From an optimization exercise on the open Yosys and OpenROAD flow, aimed at small area, a short achievable clock period and few clock cycles per item; shortcuts taken in it are not production practice.
No functional check of the RTL was part of any run shown here.
Power and IR drop assume default switching activity.

[run.sh]
#!/bin/bash
# synth_recipe.tcl (not shown) runs the flow's synth.tcl, then flattens the netlist and writes it again
# the make line also repeats each setting of config.mk as NAME=value (left out here)
make -C /OpenROAD-flow-scripts/flow DESIGN_CONFIG=/design/flow/config.mk WORK_HOME=/design/flow/orfs CLKGATE_MAP_FILE= SYNTH_SCRIPT=/design/flow/synth_recipe.tcl finish
[config.mk]
export PLATFORM = sky130hd
export DESIGN_NAME = tlv_stream_parser_top
export DESIGN_NICKNAME = tlv_stream_parser_top
export VERILOG_FILES = /design/flow/design.v
export SDC_FILE = /design/flow/constraint.sdc
export NUM_CORES = 4
export LEC_CHECK = 0
export CAP_MARGIN = 20
export CORE_MARGIN = 2
export CORE_UTILIZATION = 40
export SETUP_SLACK_MARGIN = 5
export SLEW_MARGIN = 20
[constraint.sdc]
create_clock -name core_clock -period 8.5 [get_ports {clk}]
set_input_delay 1.7000 -clock core_clock [delete_from_list [all_inputs] [get_ports {clk}]]
set_output_delay 1.7000 -clock core_clock [all_outputs]
set_load 0.01 [all_outputs]
[design.v]
`default_nettype none
package tlvsp_pkg;
	localparam logic [2:0] PH_TAG1  = 3'd0;
	localparam logic [2:0] PH_TAG2  = 3'd1;
	localparam logic [2:0] PH_LEN1  = 3'd2;
	localparam logic [2:0] PH_LENX  = 3'd3;
	localparam logic [2:0] PH_VALUE = 3'd4;
	localparam logic [2:0] PH_ERR   = 3'd5;
	localparam logic [2:0] ST_OK      = 3'd0;
	localparam logic [2:0] ST_TRUNC   = 3'd1;
	localparam logic [2:0] ST_OVERRUN = 3'd2;
	localparam logic [2:0] ST_EMPTY   = 3'd3;
	localparam logic [2:0] ST_DEEP    = 3'd4;
	localparam logic [1:0] ROLE_TAG   = 2'd0;
	localparam logic [1:0] ROLE_LEN   = 2'd1;
	localparam logic [1:0] ROLE_VALUE = 2'd2;
	localparam logic [1:0] ROLE_IGN   = 2'd3;
	localparam logic [7:0]  LEN_ESC16   = 8'hFE;
	localparam logic [7:0]  LEN_ESC32   = 8'hFF;
	localparam logic [31:0] POS_SAT     = 32'hFFFF_FFFF;
	typedef struct packed {
		logic        push;
		logic        pop;
		logic        clear;
		logic [31:0] next_pos;
		logic [31:0] elem_end;
	} stk_ctl_t;
	typedef struct packed {
		logic top_eq;   
		logic end_gt;   
	} stk_stat_t;
	typedef struct packed {
		logic [1:0]  byte_role;
		logic        header_done;
		logic [15:0] tag;
		logic [31:0] value_length;
		logic        constructed;
		logic [3:0]  depth;
		logic [3:0]  levels_closed;
		logic [2:0]  status;
		logic        pdu_done;
	} result_t;
endpackage
`default_nettype wire
`default_nettype none
import tlvsp_pkg::*;
module tlv_stream_parser_top #(
	parameter int MAX_DEPTH = 8
) (
	input  wire         clk,
	input  wire         arst_n,
	input  wire         in_valid,
	output logic        in_stall,
	input  wire  [7:0]  data_byte,
	input  wire         pdu_last,
	output logic        out_valid,
	input  wire         out_stall,
	output logic [1:0]  byte_role,
	output logic        header_done,
	output logic [15:0] tag,
	output logic [31:0] value_length,
	output logic        constructed,
	output logic [3:0]  depth,
	output logic [3:0]  levels_closed,
	output logic [2:0]  status,
	output logic        pdu_done
);
	localparam int NE = MAX_DEPTH;   
	logic       v1_q, v2_q, sk_q, adv, load;
	logic [7:0] b, sk_b;
	logic       last, sk_last;
	assign adv      = v1_q && (!v2_q || !out_stall);
	assign load     = adv || !v1_q;
	assign in_stall = sk_q;
	always_ff @(posedge clk or negedge arst_n) begin
		if (!arst_n) begin
			v1_q <= 1'b0;
			v2_q <= 1'b0;
			sk_q <= 1'b0;
		end else begin
			if (load)                  v1_q <= sk_q || in_valid;
			if (load)                  sk_q <= 1'b0;
			else if (in_valid && !sk_q) sk_q <= 1'b1;
			if (adv)                   v2_q <= 1'b1;
			else if (!out_stall)       v2_q <= 1'b0;
		end
	end
	always_ff @(posedge clk) begin
		if (load) begin
			b    <= sk_q ? sk_b : data_byte;
			last <= sk_q ? sk_last : pdu_last;
		end
		if (!sk_q) begin
			sk_b    <= data_byte;
			sk_last <= pdu_last;
		end
	end
	logic        ph_tag1, ph_tag2, ph_len1, ph_lenx, ph_value, ph_err;
	logic [15:0] tag_q;
	logic [31:0] len_q;     
	logic [1:0]  cnt_q;     
	logic        vsat_q;
	logic [2:0]  err_q;     
	logic [3:0]  sp_q;      
	logic [31:0] room_q;
	logic [3:0]  tcnt_q;
	logic [3:0]  ne_q;
	logic [31:0] arr_d [NE];
	logic [2:0]  arr_c [NE];
	logic [1:0]  o_role;
	logic        o_hd;
	logic [3:0]  o_depth;
	logic [3:0]  o_lc;
	logic        o_last;
	logic        esc, complete, len0, cons, top_sat, top_eq;
	logic [31:0] lv, lv_m1, room_dec;
	logic        hi_gt, hi_eq, gt_raw, ge_raw, gt;
	logic [2:0]  err_new, err_fin;
	logic        push, push_new, closing, pop, trunc;
	logic [3:0]  close_cnt;
	logic [31:0] arr_top_d;
	logic [2:0]  arr_top_c;
	assign esc      = (b[7:1] == 7'h7F);
	assign complete = (ph_len1 && !esc) || (ph_lenx && cnt_q == 2'd0);
	assign lv       = {len_q[23:0], b};
	assign len0     = (len_q[23:0] == 24'd0) && (b == 8'd0);
	assign cons     = tag_q[15] ? tag_q[14] : tag_q[6];
	assign top_sat  = (ne_q == 4'd1);
	assign top_eq   = (room_q == 32'd0) && (tcnt_q != 4'd0);
	assign hi_gt  = len_q[23:0] > room_q[31:8];
	assign hi_eq  = len_q[23:0] == room_q[31:8];
	assign gt_raw = hi_gt || (hi_eq && b > room_q[7:0]);
	assign ge_raw = hi_gt || (hi_eq && b >= room_q[7:0]);
	assign gt     = gt_raw && !top_sat;
	assign room_dec = (room_q == 32'd0) ? 32'd0 : room_q - 32'd1;
	assign lv_m1    = (b != 8'd0) ? {len_q[23:0], b - 8'd1} : {len_q[23:0] - 24'd1, 8'hFF};
	always_comb begin
		err_new = ST_OK;
		if (complete) begin
			if (gt)                         err_new = ST_OVERRUN;
			else if (cons && len0)          err_new = ST_EMPTY;
			else if (cons && sp_q[3])       err_new = ST_DEEP;
		end else if (!ph_value && top_eq) begin
			err_new = ST_OVERRUN;
		end
	end
	assign push      = complete && !gt && cons && !len0 && !sp_q[3];
	assign push_new  = push && !ge_raw;
	assign closing   = (ph_value && (vsat_q ? room_q == 32'd0 : len_q == 32'd1)) ||
	                   (complete && !gt && !cons && len0);
	assign pop       = closing && top_eq;
	assign close_cnt = top_eq ? tcnt_q : 4'd0;
	assign trunc     = last && !(closing && sp_q == close_cnt);
	assign err_fin   = (err_new != ST_OK) ? err_new : (trunc ? ST_TRUNC : ST_OK);
	always_comb begin
		arr_top_d = arr_d[0];
		arr_top_c = arr_c[0];
		for (int i = 1; i < NE; i++) begin
			if (ne_q == 4'(i + 2)) begin
				arr_top_d = arr_d[i];
				arr_top_c = arr_c[i];
			end
		end
	end
	always_ff @(posedge clk or negedge arst_n) begin
		if (!arst_n) begin
			ph_tag1  <= 1'b1;
			ph_tag2  <= 1'b0;
			ph_len1  <= 1'b0;
			ph_lenx  <= 1'b0;
			ph_value <= 1'b0;
			ph_err   <= 1'b0;
			sp_q     <= 4'd0;
			room_q   <= 32'hFFFF_FFFE;
			tcnt_q   <= 4'd0;
			ne_q     <= 4'd1;
		end else if (adv) begin
			if (last) begin
				ph_tag1  <= 1'b1;
				ph_tag2  <= 1'b0;
				ph_len1  <= 1'b0;
				ph_lenx  <= 1'b0;
				ph_value <= 1'b0;
				ph_err   <= 1'b0;
				sp_q     <= 4'd0;
				room_q   <= 32'hFFFF_FFFE;
				tcnt_q   <= 4'd0;
				ne_q     <= 4'd1;
			end else if (ph_err) begin
				room_q <= room_dec;
			end else begin
				if (err_new != ST_OK) begin
					ph_tag1  <= 1'b0;
					ph_tag2  <= 1'b0;
					ph_len1  <= 1'b0;
					ph_lenx  <= 1'b0;
					ph_value <= 1'b0;
					ph_err   <= 1'b1;
				end else begin
					ph_tag1  <= push || closing;
					ph_tag2  <= ph_tag1 && b[7];
					ph_len1  <= (ph_tag1 && !b[7]) || ph_tag2;
					ph_lenx  <= (ph_len1 && esc) || (ph_lenx && !complete);
					ph_value <= (complete && !push && !closing) || (ph_value && !closing);
				end
				if (push) begin
					sp_q <= sp_q + 4'd1;
				end else if (closing) begin
					sp_q <= sp_q - close_cnt;
				end
				if (push_new) begin
					room_q <= lv_m1;
					tcnt_q <= 4'd1;
					ne_q   <= ne_q + 4'd1;
				end else if (pop && !top_sat) begin
					room_q <= arr_top_d;
					tcnt_q <= {1'b0, arr_top_c};
					ne_q   <= ne_q - 4'd1;
				end else begin
					room_q <= room_dec;
					if (push)     tcnt_q <= tcnt_q + 4'd1;
					else if (pop) tcnt_q <= 4'd0;
				end
			end
		end
	end
	always_ff @(posedge clk) begin
		if (adv) begin
			if (ph_tag1) begin
				tag_q <= b[7] ? {b, 8'd0} : {8'd0, b};
			end else if (ph_tag2) begin
				tag_q[7:0] <= b;
			end
			if (ph_value)
				len_q <= len_q - 32'd1;
			else if (ph_tag1 || ph_tag2 || (ph_len1 && esc))
				len_q <= 32'd0;
			else
				len_q <= lv;
			if (!ph_value) vsat_q <= gt_raw;
			cnt_q  <= ph_len1 ? (b[0] ? 2'd3 : 2'd1) : cnt_q - 2'd1;
			err_q  <= ph_err ? err_q : err_fin;
			o_role  <= ph_err ? ROLE_IGN : (ph_tag1 || ph_tag2) ? ROLE_TAG :
			           (ph_len1 || ph_lenx) ? ROLE_LEN : ROLE_VALUE;
			o_hd    <= !ph_err && complete;
			o_depth <= ph_err ? 4'd0 : sp_q;
			o_lc    <= (!ph_err && closing && err_fin == ST_OK) ? close_cnt + 4'd1 : 4'd0;
			o_last  <= last;
		end
		for (int i = 0; i < NE; i++) begin
			if (ne_q == 4'(i + 1)) begin
				arr_d[i] <= room_q + ~lv;
				arr_c[i] <= tcnt_q[2:0];
			end
		end
	end
	assign out_valid     = v2_q;
	assign byte_role     = o_role;
	assign header_done   = o_hd;
	assign tag           = o_hd ? tag_q : 16'd0;
	assign value_length  = o_hd ? len_q : 32'd0;
	assign constructed   = o_hd && cons;
	assign depth         = o_depth;
	assign levels_closed = o_lc;
	assign status        = err_q;
	assign pdu_done      = o_last;
endmodule
`default_nettype wire
==> notes.md, run 1 <==
status complete, no violations; Fill cells 4,730; Post-Syn Nets 2,086; worst hold path class reg -> reg; Critical Path Source o_hd; Fin. Hold Viols 0; Worst Max-Slew Pin Slew roughly 1000 ps; die area ~57,000 um^2; Placer Congestion 0.9977; clk slew on worst S/H paths 60 ps; relative slew slack slightly below 30%; die width 238.4 um; pwr/cell area 369.6 nW/um^2; dominant synthesized flop cell edfxtp_1; Final Routed Wirelength 75.12 mm; CTS Buf Count 48; final slew viol count 0; vias in the first global route 17,027; hold_sp sk_last; most instantiated cells after synthesis 355 x edfxtp_1, 162 x nor2_1, 150 x a21oi_1, 150 x nand2_1, 115 x o21ai_0; worst skew pair latency 610 ps; 1st-iter DRT viols 2,001; vias post-DR between 15,000 and 20,000; worst-path fanout max 25; multi-input logic area 9923 um^2; Area Overhead vs Synth 24.17%; Synth cell types 97; P_leak 10.08 nW; Setup TNS 0 ps; # rows 85; wire length per cell 25.61 um; nets approximately 2,300; Remaining DRCs 0; largest net degree at the start of global routing 70; Synth area leaders edfxtp_1 49%, ha_1 4.4%, dfstp_2 3.9%; RSZ-0062 raised after global routing true; Critical Path RT 6800 ps; Root Buffer Master clkbuf_16; clock buffer depth 3; Post-synth EDFFs 355; total congestion overflow 0; Initial Util around two fifths; first-pass GRT wire length 109.2 mm; Mapped Cells 1,994; Tot GR Track Use 25.51%; post-synth top area cell edfxtp_1; synthesized area 21,970 um^2; number of nets with antenna violations after routing 0; share of the synthesized area in the top cell type 48.52%; DPL Wire Length ~48 mm; Top-Level Pins between 70 and 80; Setup CP Type reg -> out; YS warnings 3; top-count cell post-synth edfxtp_1; post-route insts no fill slightly below 3,000; Crit. End Element output pin; PortBufs between 70 and 80; CTS tree built; Setup crit start kind flip-flop; crit path time final 3652 ps; overall die height 238.4 um; register area 12,210 um^2; CTS Sinks 417; DR vias/cell 6.054; iteration count of the initial detailed-routing pass 6; core footprint 54,030 um^2; worst r2r src room_q[31]; htree depth 2; max cap viols 0; layout cells sized above 1 23.39%; initial antenna violation count 0; Fmax ~0.27 GHz; worst clock skew 25.41 ps; WP data arrival around 2000 ps; Mapped Avg Cell Area 11.02 um^2; Synth Register Bits 417; share of synthesized flip-flops with an asynchronous set or reset 12.71%; Pwr Total 0.01008 W; Setup Viol. Count Final 0; dpl cells approximately 2,700; Final period util between 40% and 50%; maximum vdd drop 0.0002102 V; sequential area share after synthesis approximately 56%
## layout make-up
| type | count | area share (%) |
|---|---|---|
| Antenna cell | 1 | 0.009173 |
| Clock buffer | 56 | 4.513 |
| Clock inverter | 32 | 1.014 |
| Inverter | 97 | 1.431 |
| Multi-Input combinational cell | 1372 | 36.38 |
| Sequential cell | 417 | 44.76 |
| Tap cell | 696 | 3.192 |
| Timing Repair Buffer | 261 | 8.669 |
| Timing Repair inverter | 1 | 0.03211 |
## worst paths after layout
kind,end,slack [ps],cells past startpoint
worst min-delay path,sk_last,470,1
min in group asynchronous,sp_q[1],1290,2
worst max register to register,room_q[9],4910,13
worst max-delay path,value_length[1],4850,3
worst min register to register,sk_last,470,1
max in group asynchronous,sk_q,6610,2
## power breakdown
part           internal (W)  switching [W]  total (W)  leakage, nW
logic               0.00164        0.00283    0.00447         5.37
clock network       0.00111       0.000878    0.00199        0.731
registers           0.00331       0.000315    0.00362         3.98
total               0.00606        0.00402     0.0101         10.1
## timing repair
item	CTS	global route
hold buffers	0	0
pin swaps	25	59
cloned	3	3
resized for setup	179	173
endpoints found under the setup margin	272	185
buffers inserted	83	60
## logic make-up (layout without fill, tap and decap cells)
group,count (synthesis),after routing,synth area share [%]
compound gates,552,552,16.46
xor+xnor,87,87,3.468
buf+inv,206,447,3.838
flops,417,417,55.57
other cells,0,1,0
mux,47,47,2.198
fa+ha+maj,79,79,4.567
simple gates,606,607,13.90
## registers in the layout, indices dropped and copies added, names as in the netlist, 2 cells and up
signal,flops
arr_d,256
len_q,32
room_q,32
arr_c,24
tag_q,16
b,8
sk_b,8
ne_q,4
o_depth,4
o_lc,4
sp_q,4
tcnt_q,4
err_q,3
cnt_q,2
o_role,2
## routing by layer
layer | up-vias | track usage (%) | part of all wire [%]
met5 | - | 0 | 0
met3 | 222 | 4.859 | 8.2
li1 | 7886 | - | -
met1 | 8748 | 34.96 | 42
met2 | 899 | 40.01 | 46
met4 | 0 | 10.15 | 4.3
## critical path, stage by stage (launching register included)
cell	delay [ps]
edfxtp_1	400
buf_12	190
and2_4	210
clkdlybuf4s50_1	540
## through the flow
stage	worst slack, ps	hold WS, ps	instance area (um^2)	utilization (%)
2_1_floorplan	4979	446.1	21980	-
3_3_place_gp	3829	456.8	23440	43.39
3_5_place_dp	3755	460.6	23440	43.39
4_1_cts	4840	475.0	26250	48.59
5_1_grt	4823	488.1	27280	50.49
6_report	4848	474.8	27280	50.49
## placed cells by master (no fill, tap or decap), types with 13 or more instances in the layout
cell type	instances
ha_1	45
nor4_1	16
nor2_1	156
o211ai_1	16
buf_6	13
a21oi_1	142
nand3_1	31
inv_1	76
ha_4	20
clkbuf_16	50
clkbuf_2	22
o21ai_0	102
clkdlybuf4s50_1	47
a211oi_1	54
inv_2	13
clkinv_2	13
buf_4	147
mux2i_1	37
dfrtp_1	17
xnor2_1	69
and2_1	52
edfxtp_1	355
nand2_1	141
o22ai_1	40
or3_1	14
nor3_1	62
a21o_1	28
nand4_1	23
dfstp_2	33
buf_12	13
==> run 2: changes to the inputs <==
==> flow/run.sh (new file) <==
#!/bin/bash
# The standard layout (standard synthesis, floorplan, placement, CTS, routing), with one
# change: the port buffers that global placement adds are buf_2 cells rather than the
# clock-delay buffers buffer_ports picks on its own. Every port still gets its buffer.
# The make output goes to standard.log in this folder; ORFS keeps each step's log under orfs/logs.
set -euo pipefail
export BUFFER_PORTS_ARGS="-buffer_cell sky130_fd_sc_hd__buf_2"
bash standard.sh > standard.log 2>&1
==> standard.sh (new file) <==
#!/bin/bash
# synth_recipe.tcl (not shown) runs the flow's synth.tcl, then flattens the netlist and writes it again
# the make line also repeats each setting of config.mk as NAME=value (left out here)
make -C /OpenROAD-flow-scripts/flow DESIGN_CONFIG=/design/flow/config.mk WORK_HOME=/design/flow/orfs CLKGATE_MAP_FILE= SYNTH_SCRIPT=/design/flow/synth_recipe.tcl "${@:-finish}"
removed: run.sh
==> run 2 against run 1 <==
Global-route usage grew 0.066 points. Via count is 1.3% lower. Clock power down 6%.
==> notes.md, run 2 <==
Critical Path RT 9030 ps (was 6800 ps); Largest Register arr_d (unchanged); Final Routed Wirelength 73.68 mm (was 75.12 mm); pwr/cell area 366.6 nW/um^2 (was 369.6 nW/um^2); first-pass GRT wire length 108.3 mm (was 109.2 mm); Synth cell types 97 (unchanged); total congestion overflow 0 (unchanged); Setup crit start kind flip-flop (unchanged); RSZ-0062 raised after global routing true (unchanged); relative slew slack 16.68% (was 29.52%); largest net degree at the start of global routing 70 (unchanged); CP Cell Sequence inv_2 > ha_4 > or4b_4 > nor4_4 > buf_4 > nand4_1 > or4_4 > o32ai_4 > buf_12 > nand3_4 > buf_12 > o211ai_1 > a22o_1 (was buf_12 > and2_4 > clkdlybuf4s50_1); CTS tree built (unchanged); most instantiated cells after synthesis 355 x edfxtp_1, 162 x nor2_1, 150 x a21oi_1, 150 x nand2_1, 115 x o21ai_0 (unchanged); dominant synthesized flop cell edfxtp_1 (unchanged); setup slack, reg-to-reg 4950 ps (was 4910 ps); worst hold path class reg -> reg (unchanged); Crit. End Element flip-flop (was output pin); Mapped Cells 1,994 (unchanged); nets 2,272 (was 2,290); Post-synth EDFFs 355 (unchanged); P_leak 10.02 nW (was 10.08 nW); dpl cells 2,691 (was 2,695); WP data arrival 4080 ps (was 1950 ps); Setup TNS 0 ps (unchanged); Tot GR Track Use 25.58% (was 25.51%); Worst Max-Slew Pin Slew 1218 ps (was 1050 ps); htree depth 2 (unchanged); iteration count of the initial detailed-routing pass 5 (was 6); Setup Viol. Count Final 0 (unchanged); maximum vdd drop 0.0001984 V (was 0.0002102 V); Synth Register Bits 417 (unchanged); worst hold stages 1 (unchanged); max cap viols 0 (unchanged); Initial Util 40.66% (unchanged); Fin. Hold Viols 0 (unchanged); CP most frequent cell buf_12; die area 56,820 um^2 (unchanged); layout cells sized above 1 24.11% (was 23.39%); DR vias/cell 6.020 (was 6.054); Placer Congestion 0.9747 (was 0.9977); Post-Syn Nets 2,086 (unchanged); DPL Wire Length 47.16 mm (was 47.90 mm); worst clock skew 48.30 ps (was 25.41 ps); top-count cell post-synth edfxtp_1 (unchanged); die width 238.4 um (unchanged); sequential area share after synthesis 55.57% (unchanged); synthesized area 21,970 um^2 (unchanged); Area Overhead vs Synth 21.64% (was 24.17%); number of nets with antenna violations after routing 0 (unchanged); Top-Level Pins 79 (unchanged); Remaining DRCs 0 (unchanged); overall die height 238.4 um (unchanged); Setup CP Type reg -> reg (was reg -> out); post-synth top area cell edfxtp_1 (unchanged); Pwr Total 0.009797 W (was 0.01008 W); register area 12,210 um^2 (about the same); vias in the first global route 16,696 (was 17,027); crit path time final 3552 ps (was 3652 ps); Final period util 41.79% (was 42.97%); Synth area leaders edfxtp_1 49%, ha_1 4.4%, dfstp_2 3.9% (unchanged); commonest non-fill, non-tap cell in the layout edfxtp_1 (unchanged); # rows 85 (unchanged); Fmax 0.2815 GHz (was 0.2738 GHz); initial antenna violation count 1 (was 0); CTS Buf Count 45 (was 48); YS warnings 3 (unchanged); Mapped Avg Cell Area 11.02 um^2 (unchanged); vias post-DR 17,529 (was 17,755); Slowest-stage cell, CP or4b_4 (was clkdlybuf4s50_1); Root Buffer Master clkbuf_16 (unchanged); clock buffer depth 3 (unchanged); core footprint 54,030 um^2 (unchanged); R2R cell count 13 (unchanged); CTS Sinks 417 (unchanged); share of synthesized flip-flops with an asynchronous set or reset 12.71% (unchanged); PortBufs 78 (unchanged); worst skew pair latency 620 ps (was 610 ps); wire length per cell 25.30 um (was 25.61 um); Worst path max stage delay 490 ps (was 540 ps); worst-path fanout max 5 (was 25); most frequent cells in the layout 355 x edfxtp_1, 155 x nor2_1, 144 x a21oi_1 (was 355 x edfxtp_1, 156 x nor2_1, 147 x buf_4); status complete, no violations (unchanged); post-route insts no fill 2,912 (was 2,933); final core utilization 49.46% (was 50.49%); multi-input logic area 9836 um^2 (was 9923 um^2); 1st-iter DRT viols 1,799 (was 2,001); registers with the most flip-flops arr_d: 256 flops, len_q: 32 flops, room_q: 32 flops (unchanged); final slew viol count 0 (unchanged); Largest register FFs 256 (unchanged); Fill cells 4,863 (was 4,730); share of the synthesized area in the top cell type 48.52% (unchanged); clk slew on worst S/H paths 70 ps (was 60 ps)
run 2: cell types whose count changed in the layout (fill, tap and decap cells not counted), sizes merged, moves of 2 or more:
| cell | delta |
|---|---|
| clkinv | -2 |
| clkbuf | -25 |
| buf | +61 |
| clkdlybuf4s50 | -47 |
| dlygate4sd2 | -7 |
| bufbuf | +3 |
run 2: per-layer routing:
| metal | up-vias | wire, um | GRT usage, % |
|---|---|---|---|
| met5 | - | 0 | 0 |
| met4 | 0 | 3342 | 10.83 |
| met3 | 177 | 5364 | 4.535 |
| met2 | 776 | 34220 | 40.55 |
| met1 | 8717 | 30760 | 34.64 |
| li1 | 7859 | - | - |
run 2: path summary, 6_finish.rpt:
kind | from | end
max | room_q[0] | room_q[28]
min | sk_last | sk_last
max reg2reg | room_q[0] | room_q[28]
min reg2reg | sk_last | sk_last
max in group asynchronous | arst_n | sk_q
min in group asynchronous | arst_n | sp_q[0]
run 2: stage by stage:
step / hold WS (ps) / instance area [um^2] / worst slack [ps]
2_1_floorplan: 446.1 / 21980 / 4979
3_3_place_gp: 458.0 / 23020 / 3861
3_5_place_dp: 473.9 / 23020 / 3857
4_1_cts: 487.8 / 25720 / 4956
5_1_grt: 495.0 / 26720 / 4810
6_report: 489.7 / 26720 / 4948
run 2: final cells by class:
type / instances / area share, %
diodes: 1 / 0.009364
clock buffers: 53 / 4.326
clock inverters: 29 / 0.8708
inverters: 97 / 1.400
multi-input cells: 1371 / 36.80
flip-flops and latches: 417 / 45.68
well taps: 696 / 3.259
repair buffers: 248 / 7.650
run 2: repair_timing:
item                                    CTS  global route
resized for setup                       140           104
pin swaps                                27            45
hold buffers                              0             0
gates cloned                              4             1
setup buffers                            68            65
endpoints found under the setup margin  196           147
run 2: cell families (layout without fill, tap and decap cells):
group / Yosys count / after routing / synth area share [%]
DFF: 417 / 417 / 55.57
xor gates and xnor gates: 87 / 87 / 3.468
adders and majority gates: 79 / 79 / 4.567
buffers and inverters: 206 / 427 / 3.838
AOI/OAI and AO/OA: 552 / 552 / 16.46
other: 0 / 1 / 0
muxes: 47 / 47 / 2.198
and+or+nand+nor: 606 / 606 / 13.90
run 2: worst max-delay path: cells and delay by family, from the launching register on:
family,cells,cell delay [ps]
and+or+nand+nor,5,1620
AOI/OAI and AO/OA,3,620
adders and majority gates,1,150
DFF,1,410
buffers and inverters,4,680
run 2: power by group:
part           switching [W]  leakage (nW)  internal, W  total [W]
clock network       0.000854         0.666      0.00102    0.00187
logic                0.00272          5.37      0.00158    0.00431
registers           0.000317          3.99      0.00330    0.00362
total                0.00389          10.0      0.00590    0.00980
==> run 3: changes to the inputs <==
--- a/design.v
+++ b/design.v
@@ -66,33 +66,26 @@
 	output logic        pdu_done
 );
 	localparam int NE = MAX_DEPTH;   
-	logic       v1_q, v2_q, sk_q, adv, load;
-	logic [7:0] b, sk_b;
-	logic       last, sk_last;
+	logic       v1_q, v2_q, adv;
+	logic [7:0] b;
+	logic       last;
 	assign adv      = v1_q && (!v2_q || !out_stall);
-	assign load     = adv || !v1_q;
-	assign in_stall = sk_q;
+	assign in_stall = v1_q && v2_q && out_stall;
 	always_ff @(posedge clk or negedge arst_n) begin
 		if (!arst_n) begin
 			v1_q <= 1'b0;
 			v2_q <= 1'b0;
-			sk_q <= 1'b0;
 		end else begin
-			if (load)                  v1_q <= sk_q || in_valid;
-			if (load)                  sk_q <= 1'b0;
-			else if (in_valid && !sk_q) sk_q <= 1'b1;
+			if (in_valid && !in_stall) v1_q <= 1'b1;
+			else if (adv)              v1_q <= 1'b0;
 			if (adv)                   v2_q <= 1'b1;
 			else if (!out_stall)       v2_q <= 1'b0;
 		end
 	end
 	always_ff @(posedge clk) begin
-		if (load) begin
-			b    <= sk_q ? sk_b : data_byte;
-			last <= sk_q ? sk_last : pdu_last;
-		end
-		if (!sk_q) begin
-			sk_b    <= data_byte;
-			sk_last <= pdu_last;
+		if (!in_stall) begin
+			b    <= data_byte;
+			last <= pdu_last;
 		end
 	end
 	logic        ph_tag1, ph_tag2, ph_len1, ph_lenx, ph_value, ph_err;
==> run 3 against run 2 <==
Still clean on timing, DRC and antenna. Clock-buffer cell count increased by 2. Routed wire length decreased by 6.5%. Design area decreased by 4.3%. Global-route usage decreased by 0.84 points. Clock skew decreased by 28 ps. Power decreased by 19%. Combinational power decreased by 34%. Sequential share of layout area increased by 1.3 points. Largest cell class unchanged. Largest power group is now registers.
==> notes.md, run 3 <==
status complete, no violations (unchanged); die area 54,550 um^2 (was 56,820 um^2); Post-CTS Hold Buffers 0 (unchanged); overall die height 233.6 um (was 238.4 um); Final period util 43.72% (was 41.79%); total congestion overflow 0 (unchanged); Top-Level Pins 79 (unchanged); Setup crit start kind primary input (was flip-flop); # rows 84 (was 85); crit path time final 3717 ps (was 3552 ps); CTS Buf Count 46 (was 45); final slew viol count 0 (unchanged); clock buffer depth 3 (unchanged); Design Area, Final 25,560 um^2 (was 26,720 um^2); mux share of post-synthesis cell area 0.1899% (was 2.198%); registers with the most flip-flops arr_d: 256 flops, len_q: 32 flops, room_q: 32 flops (unchanged); core footprint 52,340 um^2 (was 54,030 um^2); Final Routed Wirelength 68.93 mm (was 73.68 mm); iteration count of the initial detailed-routing pass 5 (unchanged); relative slew slack 24.49% (was 16.68%); Synth Register Bits 407 (was 417); max cap viols 0 (unchanged); Largest register FFs 256 (unchanged); share of the synthesized area in the top cell type 50.57% (was 48.52%); Pwr Total 0.007950 W (was 0.009797 W); worst hold path class reg -> reg (unchanged); Setup Viol. Count Final 0 (unchanged); largest net degree at the start of global routing 72 (was 70); top-count cell post-synth edfxtp_1 (unchanged); worst hold slack 541.8 ps (was 489.7 ps); Compound-Gate Fraction of Synth Area 16.52% (was 16.46%); hold_sp ph_tag2 (was sk_last); WP data arrival 2020 ps (was 4080 ps); sequential area share after synthesis 56.94% (was 55.57%); setup slack, reg-to-reg 4860 ps (was 4950 ps); Synth area leaders edfxtp_1 51%, ha_1 4.6%, dfstp_2 4.1% (was edfxtp_1 49%, ha_1 4.4%, dfstp_2 3.9%); most instantiated cells after synthesis 355 x edfxtp_1, 214 x nand2_1, 169 x a21oi_1, 144 x nor2_1, 121 x o21ai_0 (was 355 x edfxtp_1, 162 x nor2_1, 150 x a21oi_1, 150 x nand2_1, 115 x o21ai_0); Placer Congestion 0.9796 (was 0.9747); Remaining DRCs 0 (unchanged); r2r endpoint room_q[13] (was room_q[28]); worst clock skew 20.02 ps (was 48.30 ps); Post-DP Area 22,180 um^2 (was 23,020 um^2); Root Buffer Master clkbuf_16 (unchanged); PortBufs 78 (unchanged); Critical path destination in_stall (was room_q[28]); pwr/cell area 311.0 nW/um^2 (was 366.6 nW/um^2); Critical Path RT 6800 ps (was 9030 ps); vias in the first global route 16,183 (was 16,696); first-pass GRT wire length 101.7 mm (was 108.3 mm); Critical Path Source out_stall (was room_q[0]); Initial Util 40.28% (was 40.66%); register area 12,000 um^2 (was 12,210 um^2); P_leak 9.418 nW (was 10.02 nW); maximum vdd drop 0.0002282 V (was 0.0001984 V); post-synth top area cell edfxtp_1 (unchanged); post-synthesis adder-cell area fraction 4.760% (was 4.567%); Post-synth EDFFs 355 (unchanged); wire length per cell 24.10 um (was 25.30 um); CTS tree built (unchanged); post-synthesis simple-gate area fraction 14.07% (was 13.90%); Setup TNS 0 ps (unchanged); Largest Register arr_d (unchanged); RSZ-0062 raised after global routing true (unchanged); DPL Wire Length 44.74 mm (was 47.16 mm); dominant synthesized flop cell edfxtp_1 (unchanged); htree depth 2 (unchanged); Synth cell types 77 (was 97); number of nets with antenna violations after routing 0 (unchanged); Mapped Avg Cell Area 10.78 um^2 (was 11.02 um^2); Fmax 0.2691 GHz (was 0.2815 GHz); largest family of logic cells by synthesized area compound AO/OA/AOI/OAI gates (unchanged); R2R cell count 12 (was 13); synthesized area 21,080 um^2 (was 21,970 um^2); most frequent cells in the layout 355 x edfxtp_1, 209 x nand2_1, 156 x a21oi_1 (was 355 x edfxtp_1, 155 x nor2_1, 144 x a21oi_1); Fin. Hold Viols 0 (unchanged); clk slew on worst S/H paths 60 ps (was 70 ps); Setup CP Type in -> out (was reg -> reg); initial antenna violation count 0 (was 1); Worst Max-Slew Pin Slew 1128 ps (was 1218 ps); layout cells sized above 1 22.74% (was 24.11%); share of synthesized flip-flops with an asynchronous set or reset 12.78% (was 12.71%); die width 233.6 um (was 238.4 um); worst r2r src room_q[28] (was room_q[0]); Crit. End Element output pin (was flip-flop); multi-input logic area 9082 um^2 (was 9836 um^2); commonest non-fill, non-tap cell in the layout edfxtp_1 (unchanged); Mapped Cells 1,955 (was 1,994); Tot GR Track Use 24.74% (was 25.58%); DR vias/cell 6.001 (was 6.020); CTS Sinks 407 (was 417); Area Overhead vs Synth 21.27% (was 21.64%); Fill cells 4,779 (was 4,863); vias post-DR 17,164 (was 17,529); worst-path fanout max 2 (was 5); Post-Syn Nets 2,047 (was 2,086); nets 2,228 (was 2,272); n_diodes 0 (was 1); Post-Synth XOR/XNOR Area 3.864% (was 3.468%); 1st-iter DRT viols 1,702 (was 1,799); worst skew pair latency 600 ps (was 620 ps); YS warnings 3 (unchanged)
==> run 3: cell types whose count changed in the layout (fill, tap and decap cells not counted), moves of 10 or more <==
cell | before | now
nor2_1 | 155 | 139
mux2i_1 | 37 | 2
buf_12 | 14 | 3
nor3_1 | 61 | 43
a311oi_1 | 6 | 39
a211oi_1 | 56 | 21
mux2_2 | 10 | 0
nand2_1 | 139 | 209
ha_1 | 46 | 57
a21oi_1 | 144 | 156
==> run 3: how the worst min path moves through the flow <==
stage	depth (start not counted)	endpoint	slack, ps
3_5_place_dp	2	ph_tag2	520
5_1_grt	1	room_q[1]	560
2_1_floorplan	0	o_last	420
6_report	2	ph_tag2	540
4_1_cts	2	ph_tag2	540
3_3_place_gp	2	ph_tag2	520
==> run 3: power breakdown <==
part / total (W) / switching (W) / internal, W
sequential: 0.00316 / 0.000212 / 0.00294
clock: 0.00195 / 0.000849 / 0.00110
combinational: 0.00284 / 0.00189 / 0.000953
total: 0.00795 / 0.00295 / 0.00500
==> run 3: layout make-up <==
type	count	share of cell area (%)
inverters	98	1.571
well taps	688	3.367
clock buffers	55	4.674
multi-input cells	1347	35.53
repair buffers	236	6.872
flip-flops and latches	407	46.95
clock inverters	29	1.038
==> run 3: metrics by stage <==
stage | utilization [%] | worst slack [ps] | cells
after CTS | 47.47 | 4780 | 2816
after global placement | 42.36 | 3327 | 2647
final | 48.84 | 4783 | 2860
after detailed placement | 42.38 | 3625 | 2647
after global routing | 48.84 | 4758 | 2860
after floorplan | - | 4881 | 1955
==> run 3: timing repair <==
item	in CTS	in global routing
gates resized for setup	119	97
endpoints found under the setup margin	216	153
pin swaps	28	35
buffers inserted	84	42
cloned	1	2
==> run 3: critical path, cell delays in order <==
cell and delay [ps]:
buf_6 100, nand3_4 70, inv_2 40, buf_6 110
==> run 3: metal layers <==
layer  up-vias  track usage, %  part of all wire, %
li1       7648               -                    -
met1      8610           33.87                   42
met2       731           39.55                   46
met3       175           3.625                  7.0
met4         0           9.771                  4.3
met5         -               0                    0
==> run 3: cells by family after synthesis <==
group	Yosys count
AOI/OAI and AO/OA	548
adders and majority gates	79
and+or+nand+nor	622
DFF	407
xor gates and xnor gates	93
muxes	4
buffers and inverters	202
==> run 4: changes to the inputs <==
==> run.sh (new file) <==
#!/bin/bash
# synth_recipe.tcl (not shown) runs the flow's synth.tcl, then flattens the netlist and writes it again
# the make line also repeats each setting of config.mk as NAME=value (left out here)
make -C /OpenROAD-flow-scripts/flow DESIGN_CONFIG=/design/flow/config.mk WORK_HOME=/design/flow/orfs CLKGATE_MAP_FILE= SYNTH_SCRIPT=/design/flow/synth_recipe.tcl finish
removed: flow/run.sh
removed: standard.sh
==> run 4 against run 3 <==
Core utilization increased by 1.1 points. Cell count unchanged. Worst setup slack improved by 13 ps. Global-route usage is 0.062 points lower. Hold slack got worse by 4.8 ps. First-iteration DRC count decreased by 3.3%. Sequential share of layout area shrank 1.0 points. Non-clock buffer count up 4. Power up 0.72%. Critical path type unchanged. Largest cell class unchanged.
==> notes.md, run 4 <==
Fin. Hold Viols 0 (unchanged); YS warnings 3 (unchanged); Final Routed Wirelength 70.14 mm (was 68.93 mm); Fmax 0.2700 GHz (was 0.2691 GHz); sequential area share after synthesis 56.94% (unchanged); CTS Sinks 407 (unchanged); htree depth 2 (unchanged); Critical Path RT 6800 ps (about the same); share of the synthesized area in the top cell type 50.57% (unchanged); first-pass GRT wire length 100.8 mm (was 101.7 mm); R2R cell count 12 (unchanged); Mapped Avg Cell Area 10.78 um^2 (unchanged); post-synth top area cell edfxtp_1 (unchanged); most frequent cells in the layout 355 x edfxtp_1, 205 x nand2_1, 156 x a21oi_1 (was 355 x edfxtp_1, 209 x nand2_1, 156 x a21oi_1); Setup TNS 0 ps (unchanged); die width 233.6 um (unchanged); iteration count of the initial detailed-routing pass 6 (was 5); WP data arrival 2000 ps (was 2020 ps); largest net degree at the start of global routing 71 (was 72); relative slew slack 11.59% (was 24.49%); overall die height 233.6 um (unchanged); share of synthesized flip-flops with an asynchronous set or reset 12.78% (unchanged); NetSw 0.002981 W (was 0.002950 W); Synth area leaders edfxtp_1 51%, ha_1 4.6%, dfstp_2 4.1% (unchanged); 1st-iter DRT viols 1,646 (was 1,702); worst clock skew 29.53 ps (was 20.02 ps); Worst Max-Slew Pin Slew 1321 ps (was 1128 ps); Area Overhead vs Synth 23.97% (was 21.27%); top-count cell post-synth edfxtp_1 (unchanged); layout cells sized above 1 21.22% (was 22.74%); Root Buffer Master clkbuf_16 (unchanged); maximum vdd drop 0.0002714 V (was 0.0002282 V); # rows 84 (unchanged); internal power 0.005026 W (was 0.005000 W); Tot GR Track Use 24.68% (was 24.74%); pwr/cell area 306.4 nW/um^2 (was 311.0 nW/um^2); CTS tree built (unchanged); RSZ-0062 raised after global routing true (unchanged); P_leak 9.517 nW (was 9.418 nW); synthesized area 21,080 um^2 (unchanged); worst hold stages 2 (unchanged); Initial Util 40.28% (unchanged); worst-path fanout max 2 (unchanged); Top-Level Pins 79 (unchanged); final slew viol count 0 (unchanged); Placer Congestion 0.9401 (was 0.9796); Setup Viol. Count Final 0 (unchanged); Largest register FFs 256 (unchanged); DR vias/cell 5.926 (was 6.001); Mapped Cells 1,955 (unchanged); commonest non-fill, non-tap cell in the layout edfxtp_1 (unchanged); status complete, no violations (unchanged); Combinational Power Share 36.3% (was 35.7%); initial antenna violation count 0 (unchanged); die area 54,550 um^2 (unchanged); PortBufs 78 (unchanged); n_diodes 0 (unchanged); core footprint 52,340 um^2 (unchanged); most instantiated cells after synthesis 355 x edfxtp_1, 214 x nand2_1, 169 x a21oi_1, 144 x nor2_1, 121 x o21ai_0 (unchanged); final core utilization 49.93% (was 48.84%); DPL Wire Length 43.82 mm (was 44.74 mm); clk slew on worst S/H paths 60 ps (about the same); Synth cell types 77 (unchanged); clock buffer depth 3 (unchanged); worst skew pair latency 610 ps (was 600 ps); Post-synth EDFFs 355 (unchanged); clock share of power 24.3% (was 24.6%); vias post-DR 16,949 (was 17,164); number of nets with antenna violations after routing 0 (unchanged); registers with the most flip-flops arr_d: 256 flops, len_q: 32 flops, room_q: 32 flops (unchanged); vias in the first global route 16,169 (was 16,183); Net Sw Frac 37.23% (was 37.10%); nets 2,232 (was 2,228); Largest Register arr_d (unchanged); crit path time final 3704 ps (was 3717 ps); Seq pwr share 39.4% (was 39.7%); worst hold path class reg -> reg (unchanged); dominant synthesized flop cell edfxtp_1 (unchanged); Crit. End Element output pin (unchanged); CTS Buf Count 45 (was 46); Post-Syn Nets 2,047 (unchanged); max cap viols 0 (unchanged); wire length per cell 24.53 um (was 24.10 um); Setup CP Type in -> out (unchanged); Post-CTS Hold Buffers 0 (unchanged); Remaining DRCs 0 (unchanged); Setup crit start kind primary input (unchanged); total congestion overflow 0 (unchanged); Final period util 43.57% (was 43.72%); Synth Register Bits 407 (unchanged)
[run 4: cell counts after synthesis]
No cell type changed its count.
[run 4: layout make-up]
class | instances | area, um^2
timing repair inverter | 1 | 8.758
tap | 688 | 860.8
sequential | 407 | 12000
multi-input combinational | 1347 | 9280
clock buffer | 57 | 1171
fill | 4706 | 26210
inverter | 98 | 410.4
timing repair buffer | 240 | 2148
clock inverter | 22 | 251.5
[run 4: layer usage]
| metal | routed length, um | GRT usage, % |
|---|---|---|
| met1 | 31230 | 34.32 |
| met5 | 0 | 0 |
| met4 | 2181 | 8.248 |
| met2 | 32830 | 38.88 |
| met3 | 3903 | 4.480 |
[run 4: worst max-delay path, cell delays in order]
cell and delay (ps):
buf_8 100, nand3_4 60, inv_2 40, buf_6 110
[run 4: through the flow]
stage	hold slack (ps)	cell area [um^2]	instances	total power [W]	setup WS, ps
4_1_cts	535.1	25070	2808	0.007832	4762
5_1_grt	558.1	26130	2860	0.008400	4766
3_5_place_dp	520.0	22580	2650	0.005704	3778
2_1_floorplan	424.4	21110	1955	0.004743	4881
6_report	537.0	26130	2860	0.008007	4796
3_3_place_gp	519.5	22580	2650	0.005662	3767
[run 4: logic make-up (layout without fill, tap and decap cells)]
logic type,Yosys count,count (layout),synth area share (%)
compound gates,548,548,16.52
simple gates,622,623,14.07
xor+xnor,93,93,3.864
mux,4,4,0.1899
flops,407,407,56.94
buf+inv,202,418,3.662
fa+ha+maj,79,79,4.760
[run 4: final timing paths]
path,start,to,slack [ps]
setup / recovery,out_stall,in_stall,4800
hold / removal,ph_tag2,ph_tag2,540
setup reg to reg,room_q[31],room_q[13],4910
hold reg to reg,ph_tag2,ph_tag2,540
max in group asynchronous,arst_n,v1_q,6710
min in group asynchronous,arst_n,ph_len1,1260
[run 4: what timing repair did]
item / in CTS / in global routing
buffers inserted: 77 / 47
pin swaps: 22 / 41
setup endpoints to repair: 242 / 181
resized for setup: 173 / 201
gates cloned: 2 / 5
[run 4: power groups by stage]
stage               sequential, W  clock [W]  combinational, W
CTS                       0.00315    0.00197           0.00271
floorplan                 0.00312          0           0.00162
finish                    0.00316    0.00194           0.00291
detailed placement        0.00323          0           0.00247
global route              0.00320    0.00205           0.00315
global placement          0.00322          0           0.00244
==> run 5: changes to the inputs <==
--- a/config.mk
+++ b/config.mk
@@ -5,8 +5,9 @@
 export SDC_FILE = /design/flow/constraint.sdc
 export NUM_CORES = 4
 export LEC_CHECK = 0
+export ABC_CLOCK_PERIOD_IN_PS = 3500
 export CAP_MARGIN = 20
 export CORE_MARGIN = 2
 export CORE_UTILIZATION = 40
-export SETUP_SLACK_MARGIN = 5
+export SETUP_SLACK_MARGIN = 4.5
 export SLEW_MARGIN = 20
==> run 5 against run 4 <==
Still clean. Global-route usage shrank 0.63 points. Worst setup slack lost 200 ps. Core utilization shrank 2.4 points. Design area shrank 4.8%. Routed wire length shrank 6.2%. Synthesized area is the same. Cell count shrank 2.4%. Synthesized cell count is the same. Largest cell class unchanged. Largest power group unchanged. Highest routed layer unchanged.
==> notes.md, run 5 <==
Placer Congestion 0.9306 (was 0.9401); Synth Register Bits 407 (unchanged); YS warnings 3 (unchanged); CTS Sinks 407 (unchanged); n_diodes 0 (unchanged); crit path time final 3905 ps (was 3704 ps); Slowest-stage cell, CP edfxtp_1 (was buf_6); layout cells sized above 1 12.46% (was 21.22%); Synth cell types 77 (unchanged); Synth area leaders edfxtp_1 51%, ha_1 4.6%, dfstp_2 4.1% (unchanged); commonest non-fill, non-tap cell in the layout edfxtp_1 (unchanged); worst-path fanout max 8 (was 2); die area 54,550 um^2 (unchanged); Setup Viol. Count Final 0 (unchanged); Fmax 0.2561 GHz (was 0.2700 GHz); worst clock skew 21.59 ps (was 29.53 ps); Fill cells 4,827 (was 4,706); hold_sp last (was ph_tag2); register area 12,000 um^2 (unchanged); sequential area share after synthesis 56.94% (unchanged); multi-input logic area 8516 um^2 (was 9280 um^2); CTS Buf Count 45 (unchanged); Critical Path RT 9020 ps (was 6800 ps); core footprint 52,340 um^2 (unchanged); Post-CTS Hold Buffers 0 (unchanged); vias in the first global route 15,769 (was 16,169); share of the synthesized area in the top cell type 50.57% (unchanged); Net Sw Frac 35.59% (was 37.23%); PnR worst setup slack 4595 ps (was 4796 ps); Fin. Hold Viols 0 (unchanged); CTS tree built (unchanged); Worst path max stage delay 550 ps (was 110 ps); wire length per cell 23.58 um (was 24.53 um); Crit. End Element flip-flop (was output pin); overall die height 233.6 um (unchanged); internal power 0.005118 W (was 0.005026 W); Post-Syn Nets 2,047 (unchanged); number of nets with antenna violations after routing 0 (unchanged); DPL Wire Length 44.17 mm (was 43.82 mm); share of synthesized flip-flops with an asynchronous set or reset 12.78% (unchanged); Top-Level Pins 79 (unchanged); Initial Util 40.28% (unchanged); CP Cell Sequence inv_1 > ha_1 > nand2_1 > or2_2 > a31oi_1 > o31ai_1 > o211a_1 > o21a_1 > o31a_2 > buf_4 > or2_4 > o311ai_1 > a21boi_1 (was buf_8 > nand3_4 > inv_2 > buf_6); worst skew pair latency 590 ps (was 610 ps); registers with the most flip-flops arr_d: 256 flops, len_q: 32 flops, room_q: 32 flops (unchanged); 1st-iter DRT viols 1,448 (was 1,646); worst hold path class reg -> reg (unchanged); top-count cell post-synth edfxtp_1 (unchanged); vias post-DR 16,307 (was 16,949); max cap viols 0 (unchanged); Area Overhead vs Synth 18.07% (was 23.97%); Final period util 45.94% (was 43.57%); Remaining DRCs 0 (unchanged); final slew viol count 0 (unchanged); most frequent cells in the layout 355 x edfxtp_1, 210 x nand2_1, 166 x a21oi_1 (was 355 x edfxtp_1, 205 x nand2_1, 156 x a21oi_1); iteration count of the initial detailed-routing pass 7 (was 6); largest net degree at the start of global routing 72 (was 71); Largest register FFs 256 (unchanged); WP data arrival 4420 ps (was 2000 ps); synthesized area 21,080 um^2 (unchanged); Combinational Power Share 32.5% (was 36.3%); RSZ-0062 raised after global routing true (unchanged); Seq pwr share 40.0% (was 39.4%); dpl ws 3563 ps (was 3778 ps); worst hold stages 0 (was 2); Final Routed Wirelength 65.79 mm (was 70.14 mm); worst r2r src len_q[5] (was room_q[31]); Tot GR Track Use 24.04% (was 24.68%); R2R cell count 13 (was 12); Setup TNS 0 ps (unchanged); Mapped Cells 1,955 (unchanged); first-pass GRT wire length 98.75 mm (was 100.8 mm); maximum vdd drop 0.0002330 V (was 0.0002714 V); clock share of power 27.5% (was 24.3%); Worst Max-Slew Pin Slew 1008 ps (was 1321 ps); DR vias/cell 5.845 (was 5.926); Largest Register arr_d (unchanged); Critical Path Source len_q[5] (was out_stall); Setup crit start kind flip-flop (was primary input); Setup CP Type reg -> reg (was in -> out); PortBufs 78 (unchanged); initial antenna violation count 0 (unchanged); most instantiated cells after synthesis 355 x edfxtp_1, 214 x nand2_1, 169 x a21oi_1, 144 x nor2_1, 121 x o21ai_0 (unchanged); clock buffer depth 3 (unchanged); clk slew on worst S/H paths 60 ps (about the same); NetSw 0.002827 W (was 0.002981 W); die width 233.6 um (unchanged); htree depth 2 (unchanged); Mapped Avg Cell Area 10.78 um^2 (unchanged); P_leak 8.956 nW (was 9.517 nW); # rows 84 (unchanged); status complete, no violations (unchanged); total congestion overflow 0 (unchanged); Post-synth EDFFs 355 (unchanged); Root Buffer Master clkbuf_16 (unchanged); nets 2,157 (was 2,232); pwr/cell area 319.2 nW/um^2 (was 306.4 nW/um^2); post-synth top area cell edfxtp_1 (unchanged); dominant synthesized flop cell edfxtp_1 (unchanged); relative slew slack 32.16% (was 11.59%)
-- run 5: cell counts after synthesis --
No cell type changed its count.
-- run 5: final cells by class --
cell class,instances,share of cell area (%)
clock inverters,33,1.910
flip-flops and latches,407,48.22
multi-input cells,1346,34.21
clock buffers,51,4.740
repair buffers,167,5.917
inverters,98,1.538
well taps,688,3.459
-- run 5: final timing paths --
check	end	slack [ps]
max	room_q[25]	4600
min	o_last	480
max reg2reg	room_q[25]	4600
min reg2reg	o_last	480
max in group asynchronous	v2_q	6680
min in group asynchronous	sp_q[0]	1270
-- run 5: layer usage --
layer	GRT usage, %	part of all wire, %
met2	38.85	47
met1	33.28	44
met5	0	0
met4	7.298	2.7
met3	3.784	5.8
-- run 5: timing repair --
item / 4_1_cts / 5_1_grt
resized for setup: 36 / 33
pin swaps: 3 / 9
buffers inserted: 15 / 41
setup endpoints to repair: 154 / 119
-- run 5: critical path: cells and delay by family (launching register included) --
| kind | cells | cell delay (ps) |
|---|---|---|
| AO/OA/AOI/OAI | 7 | 1630 |
| AND/OR/NAND/NOR | 3 | 740 |
| flip-flops | 1 | 550 |
| adder cells (fa/ha/maj) | 1 | 510 |
| buffers and inverters | 2 | 390 |
-- run 5: kinds of logic (layout without fill, tap and decap cells) --
group | count (synthesis) | after routing | synth area share [%]
AO/OA/AOI/OAI | 548 | 548 | 16.52
XOR/XNOR | 93 | 93 | 3.864
adder cells (fa/ha/maj) | 79 | 79 | 4.760
buffers and inverters | 202 | 349 | 3.662
flip-flops | 407 | 407 | 56.94
multiplexers | 4 | 4 | 0.1899
AND/OR/NAND/NOR | 622 | 622 | 14.07
-- run 5: metrics by stage --
stage                     util (%)  cell area [um^2]  instances  hold slack, ps  total power, W
after floorplan                  -             21080       1955           424.4        0.004740
after global placement       43.11             22560       2650           469.3        0.005670
after detailed placement     43.11             22570       2650           449.4        0.005719
after CTS                    46.74             24470       2749           480.3        0.007949
after global routing         47.55             24890       2790           490.8        0.008358
final                        47.55             24890       2790           477.2        0.007945
-- run 5: power by group through the flow --
stage	Combinational (W)	Clock (W)	Sequential (W)
2_1_floorplan	0.00162	0	0.00312
5_1_grt	0.00285	0.00229	0.00322
6_report	0.00258	0.00219	0.00318
4_1_cts	0.00255	0.00222	0.00318
3_3_place_gp	0.00245	0	0.00322
3_5_place_dp	0.00248	0	0.00323
==> run 6: changes to the inputs <==
--- a/config.mk
+++ b/config.mk
@@ -5,9 +5,9 @@
 export SDC_FILE = /design/flow/constraint.sdc
 export NUM_CORES = 4
 export LEC_CHECK = 0
-export ABC_CLOCK_PERIOD_IN_PS = 3500
 export CAP_MARGIN = 20
 export CORE_MARGIN = 2
 export CORE_UTILIZATION = 40
-export SETUP_SLACK_MARGIN = 4.5
+export CTS_BUF_LIST = sky130_fd_sc_hd__clkbuf_4 sky130_fd_sc_hd__clkbuf_8
+export SETUP_SLACK_MARGIN = 5
 export SLEW_MARGIN = 20
==> run 6 against run 5 <==
Still clean. Synthesized cell count did not move. Power increased by 1.6%. Combinational power increased by 14%. First-iteration DRC count grew 14%. Hold slack improved by 60 ps. Critical path depth is 9 lower. Design area up 5.9%. Via count rose by 5.6%. Cell count grew 5.2%. Critical endpoint is now in_stall. Largest power group unchanged.
==> notes.md, run 6 <==
die width 233.6 um (unchanged); registers with the most flip-flops arr_d: 256 flops, len_q: 32 flops, room_q: 32 flops (unchanged); worst-path fanout max 2 (was 8); Mapped Cells 1,955 (unchanged); Post-synth EDFFs 355 (unchanged); sequential area share after synthesis 56.94% (unchanged); Crit. End Element output pin (was flip-flop); Area Overhead vs Synth 25.10% (was 18.07%); share of the synthesized area in the top cell type 50.57% (unchanged); share of synthesized flip-flops with an asynchronous set or reset 12.78% (unchanged); Final Routed Wirelength 70.63 mm (was 65.79 mm); synthesized area 21,080 um^2 (unchanged); Slowest-stage cell, CP buf_6 (was edfxtp_1); CP Cell Sequence buf_8 > nand3_4 > inv_2 > buf_6 (was inv_1 > ha_1 > nand2_1 > or2_2 > a31oi_1 > o31ai_1 > o211a_1 > o21a_1 > o31a_2 > buf_4 > or2_4 > o311ai_1 > a21boi_1); final core utilization 50.38% (was 47.55%); Synth cell types 77 (unchanged); YS warnings 3 (unchanged); post-synth top area cell edfxtp_1 (unchanged); Worst Max-Slew Pin Slew 1133 ps (was 1008 ps); nets 2,282 (was 2,157); top-count cell post-synth edfxtp_1 (unchanged); overall die height 233.6 um (unchanged); Buf/Inv on CP 3 (was 2); largest net degree at the start of global routing 71 (was 72); final slew viol count 0 (unchanged); worst skew pair latency 690 ps (was 590 ps); Remaining DRCs 0 (unchanged); relative slew slack 24.21% (was 32.16%); n_diodes 0 (unchanged); worst clock skew 35.69 ps (was 21.59 ps); Fin. Hold Viols 0 (unchanged); Critical Path RT 6800 ps (was 9020 ps); Initial Util 40.28% (unchanged); RSZ-0062 raised after global routing true (unchanged); htree depth 3 (was 2); dominant synthesized flop cell edfxtp_1 (unchanged); Worst path max stage delay 110 ps (was 550 ps); first-pass GRT wire length 101.6 mm (was 98.75 mm); Setup crit start kind primary input (was flip-flop); DPL Wire Length 43.82 mm (was 44.17 mm); CTS Sinks 407 (unchanged); core footprint 52,340 um^2 (unchanged); pwr/cell area 306.2 nW/um^2 (was 319.2 nW/um^2); Largest Register arr_d (unchanged); iteration count of the initial detailed-routing pass 6 (was 7); CTS Buf Count 73 (was 45); met2 Resource Use GR 39.13% (was 38.85%); vias in the first global route 16,583 (was 15,769); Post-CTS Hold Buffers 0 (unchanged); maximum vdd drop 0.0002004 V (was 0.0002330 V); WP data arrival 2000 ps (was 4420 ps); P_leak 9.914 nW (was 8.956 nW); clock buffer depth 3 (unchanged); 1st-iter DRT viols 1,655 (was 1,448); commonest non-fill, non-tap cell in the layout edfxtp_1 (unchanged); Placer Congestion 0.9401 (was 0.9306); Synth area leaders edfxtp_1 51%, ha_1 4.6%, dfstp_2 4.1% (unchanged); crit path time final 3705 ps (was 3905 ps); initial antenna violation count 1 (was 0); Root Buffer Master clkbuf_8 (was clkbuf_16); Setup TNS 0 ps (unchanged); Fmax 0.2699 GHz (was 0.2561 GHz); met1 usage 33.93% (was 33.28%); most frequent cells in the layout 355 x edfxtp_1, 203 x nand2_1, 156 x a21oi_1 (was 355 x edfxtp_1, 210 x nand2_1, 166 x a21oi_1); die area 54,550 um^2 (unchanged); layout cells sized above 1 24.18% (was 12.46%); register area 12,000 um^2 (unchanged); vias post-DR 17,228 (was 16,307); max cap viols 0 (unchanged); Setup Viol. Count Final 0 (unchanged); Fill cells 4,700 (was 4,827); most instantiated cells after synthesis 355 x edfxtp_1, 214 x nand2_1, 169 x a21oi_1, 144 x nor2_1, 121 x o21ai_0 (unchanged); Tot GR Track Use 24.88% (was 24.04%); status complete, no violations (unchanged); wire length per cell 24.07 um (was 23.58 um); number of nets with antenna violations after routing 0 (unchanged); PortBufs 78 (unchanged); Final period util 43.58% (was 45.94%); Setup CP Type in -> out (was reg -> reg); Post-Syn Nets 2,047 (unchanged); Mapped Avg Cell Area 10.78 um^2 (unchanged); multi-input logic area 9213 um^2 (was 8516 um^2); DR vias/cell 5.872 (was 5.845); CP delay by family, top buffers and inverters (was compound AO/OA/AOI/OAI gates); met3 Track Usage GR 4.968% (was 3.784%); gr busiest metal met2 (unchanged); Synth Register Bits 407 (unchanged); Largest register FFs 256 (unchanged); Top-Level Pins 79 (unchanged); clk slew on worst S/H paths 60 ps (about the same); # rows 84 (unchanged); worst hold path class reg -> reg (unchanged); CTS tree built (unchanged); total congestion overflow 0 (unchanged)
==> run 6: cell counts after synthesis <==
No cell type changed its count.
==> run 6: area by class of cell <==
cell class                 instances  area share, %
tap                              688          3.264
inverter                          98          1.552
sequential                       407          45.52
multi-input combinational       1347          34.94
timing repair inverter             1        0.03321
clock inverter                    31          1.229
timing repair buffer             262          8.797
clock buffer                     100          4.674
==> run 6: power breakdown <==
part | internal [W] | switching [W] | total [W]
Combinational | 0.00101 | 0.00192 | 0.00293
Sequential | 0.00295 | 0.000206 | 0.00315
Clock | 0.00111 | 0.000887 | 0.00200
Total | 0.00506 | 0.00301 | 0.00807
==> run 6: kinds of logic (layout without fill, tap and decap cells) <==
group / after synthesis / after routing / synth area share, %
flip-flops: 407 / 407 / 56.94
XOR/XNOR: 93 / 93 / 3.864
AO/OA/AOI/OAI: 548 / 548 / 16.52
AND/OR/NAND/NOR: 622 / 623 / 14.07
adder cells (fa/ha/maj): 79 / 79 / 4.760
buffers and inverters: 202 / 492 / 3.662
multiplexers: 4 / 4 / 0.1899
==> run 6: final timing paths <==
check                      startpoint          to  slack (ps)  cells after the start
max                         out_stall    in_stall        4800                      4
min                         room_q[1]   room_q[1]         540                      1
max reg2reg                room_q[28]  room_q[31]        4920                     16
min reg2reg                 room_q[1]   room_q[1]         540                      1
max in group asynchronous      arst_n        v1_q        6780                      2
min in group asynchronous      arst_n     ph_len1        1170                      2
==> run 6: repair_timing <==
action | 4_1_cts | 5_1_grt
setup endpoints to repair | 242 | 187
hold endpoints to repair | 0 | 0
pin swaps | 22 | 46
resized for setup | 136 | 243
gates cloned | 1 | 6
buffers inserted | 87 | 59
==> run 6: stage by stage <==
stage / power (W) / std cells / setup WS [ps] / hold slack (ps) / area (um^2)
6_report: 0.008075 / 2934 / 4795 / 537.3 / 26370
2_1_floorplan: 0.004743 / 1955 / 4881 / 424.4 / 21110
3_3_place_gp: 0.005662 / 2650 / 3767 / 519.5 / 22580
5_1_grt: 0.008481 / 2934 / 4788 / 557.0 / 26370
3_5_place_dp: 0.005704 / 2650 / 3778 / 520.0 / 22580
4_1_cts: 0.007881 / 2869 / 4749 / 534.7 / 25210
==> run 6: metal layers <==
layer | routed length, um | part of all wire [%] | up-vias
li1 | - | - | 7759
met1 | 30420 | 43 | 8634
met2 | 32930 | 47 | 671
met3 | 4959 | 7.0 | 164
met4 | 2329 | 3.3 | 0
met5 | 0 | 0 | -
==> run 7: changes to the inputs <==
--- a/design.v
+++ b/design.v
@@ -66,26 +66,33 @@
 	output logic        pdu_done
 );
 	localparam int NE = MAX_DEPTH;   
-	logic       v1_q, v2_q, adv;
-	logic [7:0] b;
-	logic       last;
+	logic       v1_q, v2_q, sk_q, adv, load;
+	logic [7:0] b, sk_b;
+	logic       last, sk_last;
 	assign adv      = v1_q && (!v2_q || !out_stall);
-	assign in_stall = v1_q && v2_q && out_stall;
+	assign load     = adv || !v1_q;
+	assign in_stall = sk_q;
 	always_ff @(posedge clk or negedge arst_n) begin
 		if (!arst_n) begin
 			v1_q <= 1'b0;
 			v2_q <= 1'b0;
+			sk_q <= 1'b0;
 		end else begin
-			if (in_valid && !in_stall) v1_q <= 1'b1;
-			else if (adv)              v1_q <= 1'b0;
+			if (load)                  v1_q <= sk_q || in_valid;
+			if (load)                  sk_q <= 1'b0;
+			else if (in_valid && !sk_q) sk_q <= 1'b1;
 			if (adv)                   v2_q <= 1'b1;
 			else if (!out_stall)       v2_q <= 1'b0;
 		end
 	end
 	always_ff @(posedge clk) begin
-		if (!in_stall) begin
-			b    <= data_byte;
-			last <= pdu_last;
+		if (load) begin
+			b    <= sk_q ? sk_b : data_byte;
+			last <= sk_q ? sk_last : pdu_last;
+		end
+		if (!sk_q) begin
+			sk_b    <= data_byte;
+			sk_last <= pdu_last;
 		end
 	end
 	logic        ph_tag1, ph_tag2, ph_len1, ph_lenx, ph_value, ph_err;
@@ -111,7 +118,9 @@
 	logic [2:0]  err_new, err_fin;
 	logic        push, push_new, closing, pop, trunc;
 	logic [3:0]  close_cnt;
-	logic [31:0] arr_top_d;
+	logic [31:0] arr_top_d, arr_new;
+	logic [8:0]  an_lo;
+	logic [23:0] an_hi0, an_hi1;
 	logic [2:0]  arr_top_c;
 	assign esc      = (b[7:1] == 7'h7F);
 	assign complete = (ph_len1 && !esc) || (ph_lenx && cnt_q == 2'd0);
@@ -138,13 +147,17 @@
 		end
 	end
 	assign push      = complete && !gt && cons && !len0 && !sp_q[3];
-	assign push_new  = push && !ge_raw;
+	assign push_new  = complete && !ge_raw && cons && !len0 && !sp_q[3];
 	assign closing   = (ph_value && (vsat_q ? room_q == 32'd0 : len_q == 32'd1)) ||
-	                   (complete && !gt && !cons && len0);
+	                   (complete && !cons && len0);
 	assign pop       = closing && top_eq;
 	assign close_cnt = top_eq ? tcnt_q : 4'd0;
 	assign trunc     = last && !(closing && sp_q == close_cnt);
 	assign err_fin   = (err_new != ST_OK) ? err_new : (trunc ? ST_TRUNC : ST_OK);
+	assign an_lo   = {1'b0, room_q[7:0]} + {1'b0, ~b};
+	assign an_hi0  = room_q[31:8] + ~len_q[23:0];
+	assign an_hi1  = an_hi0 + 24'd1;
+	assign arr_new = {an_lo[8] ? an_hi1 : an_hi0, an_lo[7:0]};
 	always_comb begin
 		arr_top_d = arr_d[0];
 		arr_top_c = arr_c[0];
@@ -242,7 +255,7 @@
 		end
 		for (int i = 0; i < NE; i++) begin
 			if (ne_q == 4'(i + 1)) begin
-				arr_d[i] <= room_q + ~lv;
+				arr_d[i] <= arr_new;
 				arr_c[i] <= tcnt_q[2:0];
 			end
 		end
--- a/config.mk
+++ b/config.mk
@@ -8,6 +8,5 @@
 export CAP_MARGIN = 20
 export CORE_MARGIN = 2
 export CORE_UTILIZATION = 40
-export CTS_BUF_LIST = sky130_fd_sc_hd__clkbuf_4 sky130_fd_sc_hd__clkbuf_8
 export SETUP_SLACK_MARGIN = 5
 export SLEW_MARGIN = 20
==> run 7 against run 6 <==
Routed wire length increased by 10%. Register-to-register slack got worse by 70 ps. Sequential share of layout area shrank 3.0 points. Combinational power up 43%. Still clean. Synthesized area rose by 5.5%. Clock skew fell by 23 ps.
==> notes.md, run 7 <==
Mapped Cells 2,094 (was 1,955); Post-CTS Hold Buffers 0 (unchanged); die width 239.7 um (was 233.6 um); NetSw 0.003782 W (was 0.003013 W); Remaining DRCs 0 (unchanged); Post-Syn Nets 2,190 (was 2,047); Pwr Total 0.009600 W (was 0.008075 W); Setup crit start kind flip-flop (was primary input); Final period util 42.96% (was 43.58%); # rows 86 (was 84); Fill cells 4,746 (was 4,700); iteration count of the initial detailed-routing pass 7 (was 6); number of nets with antenna violations after routing 0 (unchanged); Critical Path RT 8950 ps (was 6800 ps); largest net degree at the start of global routing 83 (was 71); layout cells sized above 1 23.22% (was 24.18%); registers with the most flip-flops arr_d: 256 flops, len_q: 32 flops, room_q: 32 flops (unchanged); internal power 0.005818 W (was 0.005062 W); DPL Wire Length 46.58 mm (was 43.82 mm); Final Routed Wirelength 77.77 mm (was 70.63 mm); worst hold path class reg -> reg (unchanged); worst-path fanout max 7 (was 2); core footprint 54,990 um^2 (was 52,340 um^2); sequential area share after synthesis 54.92% (was 56.94%); Largest Register arr_d (unchanged); clock buffer depth 3 (unchanged); Crit. End Element flip-flop (was output pin); Setup TNS 0 ps (unchanged); setup slack, reg-to-reg 4850 ps (was 4920 ps); CTS Sinks 417 (was 407); status complete, no violations (unchanged); dpl cells 2,833 (was 2,650); post-route insts no fill 3,099 (was 2,934); die area 57,480 um^2 (was 54,550 um^2); Post-synth EDFFs 355 (unchanged); Setup Viol. Count Final 0 (unchanged); RSZ-0062 raised after global routing true (unchanged); most frequent cells in the layout 355 x edfxtp_1, 195 x nand2_1, 170 x nor2_1 (was 355 x edfxtp_1, 203 x nand2_1, 156 x a21oi_1); Hold Crit Endpoint sk_b[3] (was room_q[1]); pwr/cell area 334.0 nW/um^2 (was 306.2 nW/um^2); htree depth 2 (was 3); Mapped Avg Cell Area 10.62 um^2 (was 10.78 um^2); Combinational Power Share 43.8% (was 36.2%); most instantiated cells after synthesis 355 x edfxtp_1, 203 x nand2_1, 180 x nor2_1, 150 x o21ai_0, 132 x a21oi_1 (was 355 x edfxtp_1, 214 x nand2_1, 169 x a21oi_1, 144 x nor2_1, 121 x o21ai_0); relative slew slack 18.83% (was 24.21%); vias in the first global route 17,797 (was 16,583); wire length per cell 25.10 um (was 24.07 um); Top-Level Pins 79 (unchanged); Initial Util 40.43% (was 40.28%)
[run 7: changes by cell type after synthesis, moves of 17 or more]
cell,change
a211oi_1,+25
a21oi_1,-37
o21ai_0,+29
o22ai_1,-20
clkbuf_1,+17
nor2_1,+36
[run 7: worst max path at each step]
stage | end | slack [ps] | cells past startpoint | startpoint
2_1_floorplan | room_q[10] | 4970 | 13 | len_q[18]
3_3_place_gp | room_q[31] | 3620 | 13 | ne_q[0]
3_5_place_dp | room_q[31] | 3570 | 13 | ne_q[0]
4_1_cts | value_length[10] | 4800 | 3 | o_hd
5_1_grt | arr_d[3][31] | 4790 | 12 | len_q[3]
6_report | o_lc[2] | 4850 | 13 | room_q[8]
[run 7: cell type report]
| class | instances | area, um^2 | share of cell area (%) |
|---|---|---|---|
| clock buffers | 61 | 1239 | 4.309 |
| repair buffers | 286 | 2880 | 10.02 |
| repair inverters | 2 | 13.76 | 0.04788 |
| clock inverters | 24 | 257.7 | 0.8967 |
| well taps | 748 | 935.9 | 3.256 |
| flip-flops and latches | 417 | 12210 | 42.48 |
| multi-input cells | 1454 | 10760 | 37.44 |
| inverters | 107 | 446.7 | 1.554 |
[run 7: worst max-delay path, cell delays in order, from the launching register on]
cell and delay [ps]:
dfstp_2 400, buf_4 170, nor4_1 480, nand4_1 380, nor4b_4 350, buf_6 190, buf_16 110, and2_4 150
nand2_4 70, ha_4 300, nand4_1 110, a22o_1 230, or4_4 460, nor2_2 100
[run 7: logic make-up after synthesis]
group | count (synthesis) | synth area share (%)
AO/OA/AOI/OAI | 569 | 16.83
XOR/XNOR | 105 | 4.137
adder cells (fa/ha/maj) | 83 | 4.773
buffers and inverters | 226 | 3.867
flip-flops | 417 | 54.92
multiplexers | 24 | 1.143
AND/OR/NAND/NOR | 670 | 14.33
[run 7: metrics by stage]
step	area (um^2)	setup slack [ps]
floorplan	22340	4973
global placement	23820	3621
detailed placement	23830	3567
CTS	27350	4795
global route	28740	4793
finish	28740	4848
[run 7: what timing repair did]
action / CTS / global route
setup buffers: 107 / 59
pin swaps: 63 / 59
setup endpoints to repair: 238 / 185
resized for setup: 231 / 177
cloned: 7 / 8
[run 7: power groups by stage]
stage	clock (W)	combinational, W	sequential [W]
after floorplan	0	0.00209	0.00333
after global placement	0	0.00315	0.00343
after detailed placement	0	0.00319	0.00345
after CTS	0.00205	0.00376	0.00336
after global routing	0.00213	0.00448	0.00341
final	0.00202	0.00420	0.00337
[run 7: layer usage]
layer / track usage [%] / part of all wire (%) / vias to the layer above
li1: - / - / 8250
met1: 35.40 / 41 / 9389
met2: 40.26 / 46 / 1029
met3: 4.368 / 8.8 / 215
met4: 10.49 / 4.2 / 2
met5: 0 / 0.017 / -

Check on run 7: ideal ports give 4.848 ns setup slack; a clkbuf_16 on the clock port and buf_2 on the inputs give 4.848 ns; moving port delays by the midpoint clock arrival (0.645 ns) as well gives 4.394 ns.
